This design comes from an exercise in tuning for small area and a short achievable clock period on the open sky130 flow, not from production work.
Only simulation tests tie the RTL to the original design; equivalence was not proved.
Power and IR drop assume default switching activity.

## job 5648
==> flow/design.v (excerpt) <==
module rgba8_tile_swizzle_downscale_unit (
  input  logic       clk,
  input  logic       rst_n,
  input  logic        in_valid,
  output logic        in_ready,
  input  logic [7:0]  in_red,
  input  logic [7:0]  in_green,
  input  logic [7:0]  in_blue,
  input  logic [7:0]  in_alpha,
  output logic        out_valid,
  input  logic        out_ready,
  output logic [25:0] out_byte_offset,
  output logic [7:0]  out_alpha,
  output logic [7:0]  out_red,
  output logic [7:0]  out_green,
  output logic [7:0]  out_blue,
  output logic        out_frame_done,
  input  logic        cfg_valid,
  output logic        cfg_ready,
  input  logic [2:0]  cfg_index,
  input  logic [31:0] cfg_data
);
export LEC_CHECK = 0
export ABC_AREA = 1
export CAP_MARGIN = 20
export CORE_MARGIN = 2
export CORE_UTILIZATION = 55
export SETUP_SLACK_MARGIN = 2.9
export SLEW_MARGIN = 20
create_clock -name core_clock -period 5.6 [get_ports {clk}]
standard.sh (not shown) runs the stock make flow with config.mk's settings and CLKGATE_MAP_FILE= SYNTH_SCRIPT=/design/flow/synth_recipe.tcl, a recipe that flattens the netlist after the stock synthesis.
==> flow/flow/run.sh <==
#!/bin/bash
# Standard ORFS layout (the standard.sh, unchanged synthesis), with the
# port buffers inserted as the smallest plain buffer instead of the default
# delay buffer; timing repair still resizes them where a path needs it.
set -euo pipefail
export BUFFER_PORTS_ARGS="-buffer_cell sky130_fd_sc_hd__buf_1"
bash standard.sh > standard_flow.log 2>&1
> inputs changed (job 5648 -> job 6503)
diff --git a/flow/config.mk b/flow/config.mk
--- a/flow/config.mk
+++ b/flow/config.mk
@@ -7,3 +7,3 @@
 export LEC_CHECK = 0
-export ABC_AREA = 1
+export ABC_CLOCK_PERIOD_IN_PS = 2500
 export CAP_MARGIN = 20
@@ -11,3 +11,3 @@
 export CORE_UTILIZATION = 55
-export SETUP_SLACK_MARGIN = 2.9
+export SETUP_SLACK_MARGIN = 3.0
 export SLEW_MARGIN = 20
- Proportion of total power due to net switching: job 6503 vs job 5648 down 0.75 points
- Per the comparison of job 6503 with job 5648, buffers plus inverters on the worst setup path down 4, logic depth of the worst setup path including buffers up 1, non-clock buffer count up 29%, register area flat.
- Max fraction of synthesized cell area in xor and xnor cells across job 5648 and job 6503: job 6503
- Diff job 5648 -> job 6503: wire length down about 8%, via count down 2022, total routing resource utilization after global routing up 0.41 points.
Edits applied to the flow inputs when going from job 6503 to job 7003:
diff --git a/flow/config.mk b/flow/config.mk
--- a/flow/config.mk
+++ b/flow/config.mk
@@ -11,3 +11,6 @@
 export CORE_UTILIZATION = 55
-export SETUP_SLACK_MARGIN = 3.0
+export CTS_BUF_LIST = sky130_fd_sc_hd__clkbuf_8
+export CTS_CLUSTER_DIAMETER = 60
+export CTS_CLUSTER_SIZE = 16
+export SETUP_SLACK_MARGIN = 2.8
 export SLEW_MARGIN = 20
### Flow results
Delta (job 7003 minus job 6503): part of the total power dissipated in combinational logic went up, final area went down, area added between synthesis and finish went down.
Cell internal power dissipation (job 7003 over job 6503): decrease, about 20%
The core of job 7003 is less densely filled than that of job 6503.
Diff job 6503 -> job 7003: global routing usage on met2 lost 2.8 points, post-layout worst setup margin moved down, total cell area at the placement stage fell 170 um^2, met3 wire length dropped about 12%.
Setup changes, job 7003 to job 2997
==> flow/run.sh (new file) <==
#!/bin/bash
# synth_recipe.tcl (not shown) runs the flow's synth.tcl, then flattens the netlist and writes it again
# the make line also repeats each setting of config.mk as NAME=value (left out here)
make -C /OpenROAD-flow-scripts/flow DESIGN_CONFIG=/design/flow/config.mk WORK_HOME=/design/flow/orfs CLKGATE_MAP_FILE= SYNTH_SCRIPT=/design/flow/synth_recipe.tcl finish
diff --git a/flow/config.mk b/flow/config.mk
--- a/flow/config.mk
+++ b/flow/config.mk
@@ -11,6 +11,2 @@
 export CORE_UTILIZATION = 55
-export CTS_BUF_LIST = sky130_fd_sc_hd__clkbuf_8
-export CTS_CLUSTER_DIAMETER = 60
-export CTS_CLUSTER_SIZE = 16
-export SETUP_SLACK_MARGIN = 2.8
 export SLEW_MARGIN = 20
removed: flow/flow/run.sh
removed: flow/standard.sh
Results
- Having completed the whole flow, job 7003 delivered a layout that passed the timing, design-rule and antenna checks.
- Job 2997 was carried through to the last stage, and its layout satisfied the timing, design-rule and antenna checks.
- Final critical-path setup slack is higher on job 7003
- Job 7003 → job 2997: worst hold margin lost 5.9 ps; count of clock-net buffers in the final layout picked up an extra 17; fraction of area in registers lost 1.9 points.
- Changes observed in job 2997 relative to job 7003: critical-path maximum fanout shows a reduction of 42, proportion of power drawn by combinational gates shows a reduction of 2.5 points.
- On sum of routed wire length over all layers: between job 7003 and job 2997, it ends up lower for job 2997.
- Against job 7003, count of placed standard cells in the final layout, fillers left out in job 2997 fell slightly.
- First-pass GRT wire length for job 2997: 0.85% up relative to job 7003

---

Starting RTL as in the previous note.
Design rgba8_tile_swizzle_downscale_unit, start of the top module:
module rgba8_tile_swizzle_downscale_unit (
  input  logic       clk,
  input  logic       rst_n,
  input  logic        in_valid,
  output logic        in_ready,
  input  logic [7:0]  in_red,
  input  logic [7:0]  in_green,
  input  logic [7:0]  in_blue,
  input  logic [7:0]  in_alpha,
  output logic        out_valid,
  input  logic        out_ready,
  output logic [25:0] out_byte_offset,
  output logic [7:0]  out_alpha,
  output logic [7:0]  out_red,
  output logic [7:0]  out_green,
  output logic [7:0]  out_blue,
  output logic        out_frame_done,
  input  logic        cfg_valid,
  output logic        cfg_ready,
  input  logic [2:0]  cfg_index,
  input  logic [31:0] cfg_data
);
==> flow/config.mk <==
export PLATFORM = sky130hd
export DESIGN_NAME = rgba8_tile_swizzle_downscale_unit
export DESIGN_NICKNAME = rgba8_tile_swizzle_downscale_unit
export VERILOG_FILES = /design/flow/design.v
export SDC_FILE = /design/flow/constraint.sdc
export NUM_CORES = 4
export LEC_CHECK = 0
export ABC_CLOCK_PERIOD_IN_PS = 2500
export CAP_MARGIN = 20
export CORE_MARGIN = 2
export CORE_UTILIZATION = 55
export SETUP_SLACK_MARGIN = 2.8
export SLEW_MARGIN = 20
==> flow/constraint.sdc <==
create_clock -name core_clock -period 5.6 [get_ports {clk}]
set_input_delay 1.1200 -clock core_clock [delete_from_list [all_inputs] [get_ports {clk}]]
set_output_delay 1.1200 -clock core_clock [all_outputs]
set_load 0.01 [all_outputs]
==> flow/flow/run.sh <==
#!/bin/bash
# Standard ORFS layout (the standard.sh, unchanged synthesis), with the
# port buffers inserted as the smallest plain buffer instead of the default
# delay buffer; timing repair still resizes them where a path needs it.
set -euo pipefail
export BUFFER_PORTS_ARGS="-buffer_cell sky130_fd_sc_hd__buf_1"
bash standard.sh > standard_flow.log 2>&1
Edit:
Settings changed: CTS_BUF_LIST set to sky130_fd_sc_hd__clkbuf_8, CTS_CLUSTER_DIAMETER set to 50, CTS_CLUSTER_SIZE set to 12, SETUP_SLACK_MARGIN 2.8 to 3.0.
After rerunning: Total power drops by a few percent. Sequential share of layout area drops by 0.78 points. Setup slack gains 0.19 ns. Cell count climbs slightly.
Edit:
Settings changed: CORE_UTILIZATION 55 to 70, CTS_BUF_LIST sky130_fd_sc_hd__clkbuf_8 to unset, CTS_CLUSTER_DIAMETER 50 to unset, CTS_CLUSTER_SIZE 12 to unset.
The new run went through all stages and came out clean.
Worst hold slack got worse by 0.0050 ns.
Sequential power is about the same.
Final cell count decreases by a few percent.
Routed wire length increases by a few percent.
Setup slack got worse by 0.026 ns.
Utilization increases by 18 points.
Edit:
Settings changed: CORE_UTILIZATION 70 to 55, SETUP_SLACK_MARGIN 3.0 to 2.7.
What happened: Clock power went up by about 3%. Cell count went up by 1.8%. Wire length went down by 5.5%. Critical path depth does not change. Combinational power went down by 12%. Global-route usage went down by 7.6 points. Fmax went down by 4.1%. Total power went down by 0.58%. Worst setup slack gets worse by 0.12 ns.

---

rgba8_tile_swizzle_downscale_unit, a different RTL version from the one above (not shown whole).
Size: ~1600 cells after synthesis, about 290 flip-flops, about 130 I/O pins, about 14000 um^2 of cells after synthesis.
clock: 5.6 ns
lec_check: 0
abc_clock_period_in_ps: 2500
cap_margin: 20
core_margin: 2
core_utilization: 55
cts_buf_list: sky130_fd_sc_hd__clkbuf_4 sky130_fd_sc_hd__clkbuf_8
cts_cluster_diameter: 40
cts_cluster_size: 10
setup_slack_margin: 2.8
slew_margin: 20
Scripts as last shown in full above: flow/flow/run.sh
Next try:
Settings changed: CTS_BUF_LIST sky130_fd_sc_hd__clkbuf_4 sky130_fd_sc_hd__clkbuf_8 to sky130_fd_sc_hd__clkbuf_8, CTS_CLUSTER_DIAMETER 40 to 50, CTS_CLUSTER_SIZE 10 to 12, GPL_TIMING_DRIVEN set to 0.
Effect:
- The changed run finished with timing, DRC and antenna clean
- utilization fell by 0.44 points
- clock power decreases by 19%
- hold slack stays flat
- power shrinks by 7.0%
- worst setup slack improved by 0.014 ns
- global-route usage went up by 2.2 points
- fmax goes up by 0.51%
- die area stays the same
- sequential share of layout area goes up by 0.26 points
- design area is lower by 0.69%
Next try:
Settings changed: GPL_TIMING_DRIVEN 0 to not set, PLACE_DENSITY set to 0.7, TNS_END_PERCENT set to 100.
The new run completed without violations.
Design area decreases by 1.4%.
Utilization went down by 0.89 points.
Routed wire length decreases by 12%.
Sequential power hardly moves.
Clock-buffer cell count came out lower by 5.
Non-clock buffer count went down by 54.
Critical path depth came out higher by 1.
Total power decreases by 3.8%.
Combinational power went down by 6.1%.
Next try:
Settings changed: PLACE_DENSITY 0.7 to not set, TNS_END_PERCENT 100 to not set.
Result: Cell area rises by about 0.6%. Setup slack is better by 0.0071 ns. First-iteration DRC count falls by 21%. Power rises by 4.1%. Non-clock buffer count falls by 1.
Next try:
Settings changed: CORE_UTILIZATION 55 to 62.
Wire length is lower by 3.1%.
Total power is lower by 3.0%.
Hold slack loses 0.0033 ns.
Maximum frequency is lower by 0.76%.
Synthesized cell count does not change.
Count of clock-buffer cells in the layout is lower by 2.
Non-clock buffer count is higher by 3.
Worst setup slack loses 0.021 ns.
Core utilization is higher by 8.2 points.
Sequential share of layout area is higher by 0.27 points.
Via count is higher by 1.0%.

---

== cedar ==
RTL: one of the versions met above, not the one the previous note started from.
Size: roughly 1600 cells after synthesis, ~130 I/O pins, ~0.014 sq mm of cells after synthesis.
export LEC_CHECK = 0
export ABC_CLOCK_PERIOD_IN_PS = 2500
export CAP_MARGIN = 20
export CORE_MARGIN = 2
export CORE_UTILIZATION = 55
export CTS_BUF_LIST = sky130_fd_sc_hd__clkbuf_8
export CTS_CLUSTER_DIAMETER = 50
export CTS_CLUSTER_SIZE = 12
export SETUP_SLACK_MARGIN = 2.7
export SLEW_MARGIN = 20
create_clock -name core_clock -period 5.6 [get_ports {clk}]
run.sh (not shown) runs the stock make flow with config.mk's settings and CLKGATE_MAP_FILE= SYNTH_SCRIPT=/design/flow/synth_recipe.tcl, a recipe that flattens the netlist after the stock synthesis.
Stock flow here: none of the scripts above is used.
Relative to cedar, the following input files were edited for oak:
Settings: swapping 2.7 for 2.6 in SETUP_SLACK_MARGIN.
==> flow/flow/run.sh (new file) <==
#!/bin/bash
# Standard ORFS layout (the standard.sh, unchanged synthesis), with the
# port buffers inserted as the smallest plain buffer instead of the default
# delay buffer; timing repair still resizes them where a path needs it.
set -euo pipefail
export BUFFER_PORTS_ARGS="-buffer_cell sky130_fd_sc_hd__buf_1"
bash standard.sh > standard_flow.log 2>&1
==> flow/standard.sh (new file) <==
#!/bin/bash
# synth_recipe.tcl (not shown) runs the flow's synth.tcl, then flattens the netlist and writes it again
# the make line also repeats each setting of config.mk as NAME=value (left out here)
make -C /OpenROAD-flow-scripts/flow DESIGN_CONFIG=/design/flow/config.mk WORK_HOME=/design/flow/orfs CLKGATE_MAP_FILE= SYNTH_SCRIPT=/design/flow/synth_recipe.tcl "${@:-finish}"
removed: flow/run.sh
Fraction of area in clock buffers and inverters ended up 0.41 points higher on oak than on cedar. Relative to cedar, the number of standard cells in the final layout excluding fillers measured on oak has decreased slightly. Final weighted congestion of routability-driven global placement (oak vs. cedar) increases slightly. Compared with cedar, the detailed router inserted fewer vias in oak. Compared to cedar, oak has relative contribution of the clock network to total power 1.4 points higher.

[re-timing with driven ports]
No port has a modelled driver above. Below, the same layouts with a new extraction and two added sets of constraints. Step 1 (the two cells are an assumption about what drives the block):
set clk [get_ports {clk}]
set_driving_cell -lib_cell sky130_fd_sc_hd__clkbuf_16 $clk
set_driving_cell -lib_cell sky130_fd_sc_hd__buf_2 [delete_from_list [all_inputs] $clk]
Step 2 adds t to the input delays and takes it off the output delays; t is the mean of the earliest and latest rising clock arrival at the registers after step 1. Input paths then give back, and output paths get back, about the clock's delay inside the block. Slacks: ideal / step 1 / step 2; pairs: ideal / step 1.
run	shift t [ns]	slack for setup (ns)	worst setup path after step 2	clock arrival spread, ns	worst register clock-pin slew, ns
job 5648	0.564	2.695 / 2.649 / 2.512	input to register	0.026 / 0.026	0.06 / 0.06
job 6503	0.621	2.846 / 2.846 / 2.272	input to register	0.023 / 0.023	0.06 / 0.06
job 7003	0.621	2.579 / 2.552 / 2.279	input to register	0.026 / 0.026	0.11 / 0.11
job 2997	0.601	1.823 / 1.796 / 1.721	input to register	0.011 / 0.011	0.07 / 0.07
the first run of note 2	0.610	2.660 / 2.635 / 2.331	input to register	0.017 / 0.016	0.07 / 0.07
the second run of note 2	0.593	2.853 / 2.853 / 2.296	input to register	0.029 / 0.030	0.08 / 0.08
the third run of note 2	0.604	2.827 / 2.827 / 2.530	input to register	0.012 / 0.012	0.07 / 0.07
the fourth run of note 2	0.595	2.708 / 2.707 / 2.201	input to register	0.019 / 0.019	0.07 / 0.07
the first run of note 3	0.611	2.820 / 2.820 / 2.301	input to register	0.020 / 0.019	0.07 / 0.07
the second run of note 3	0.594	2.834 / 2.813 / 2.275	input to register	0.039 / 0.040	0.08 / 0.08
the third run of note 3	0.582	2.842 / 2.818 / 2.289	input to register	0.032 / 0.032	0.09 / 0.09
the fourth run of note 3	0.579	2.849 / 2.828 / 2.325	input to register	0.025 / 0.025	0.08 / 0.08
the fifth run of note 3	0.573	2.828 / 2.806 / 2.288	input to register	0.021 / 0.021	0.08 / 0.08
cedar	0.587	2.642 / 2.642 / 2.210	input to register	0.030 / 0.031	0.08 / 0.08
oak	0.589	2.653 / 2.653 / 2.137	input to register	0.020 / 0.020	0.08 / 0.08
After both steps setup and hold are still met in every run listed. For job 6503, which loses most, drivers alone change the setup slack by 0.000 ns; drivers and shift together by -0.574 ns.
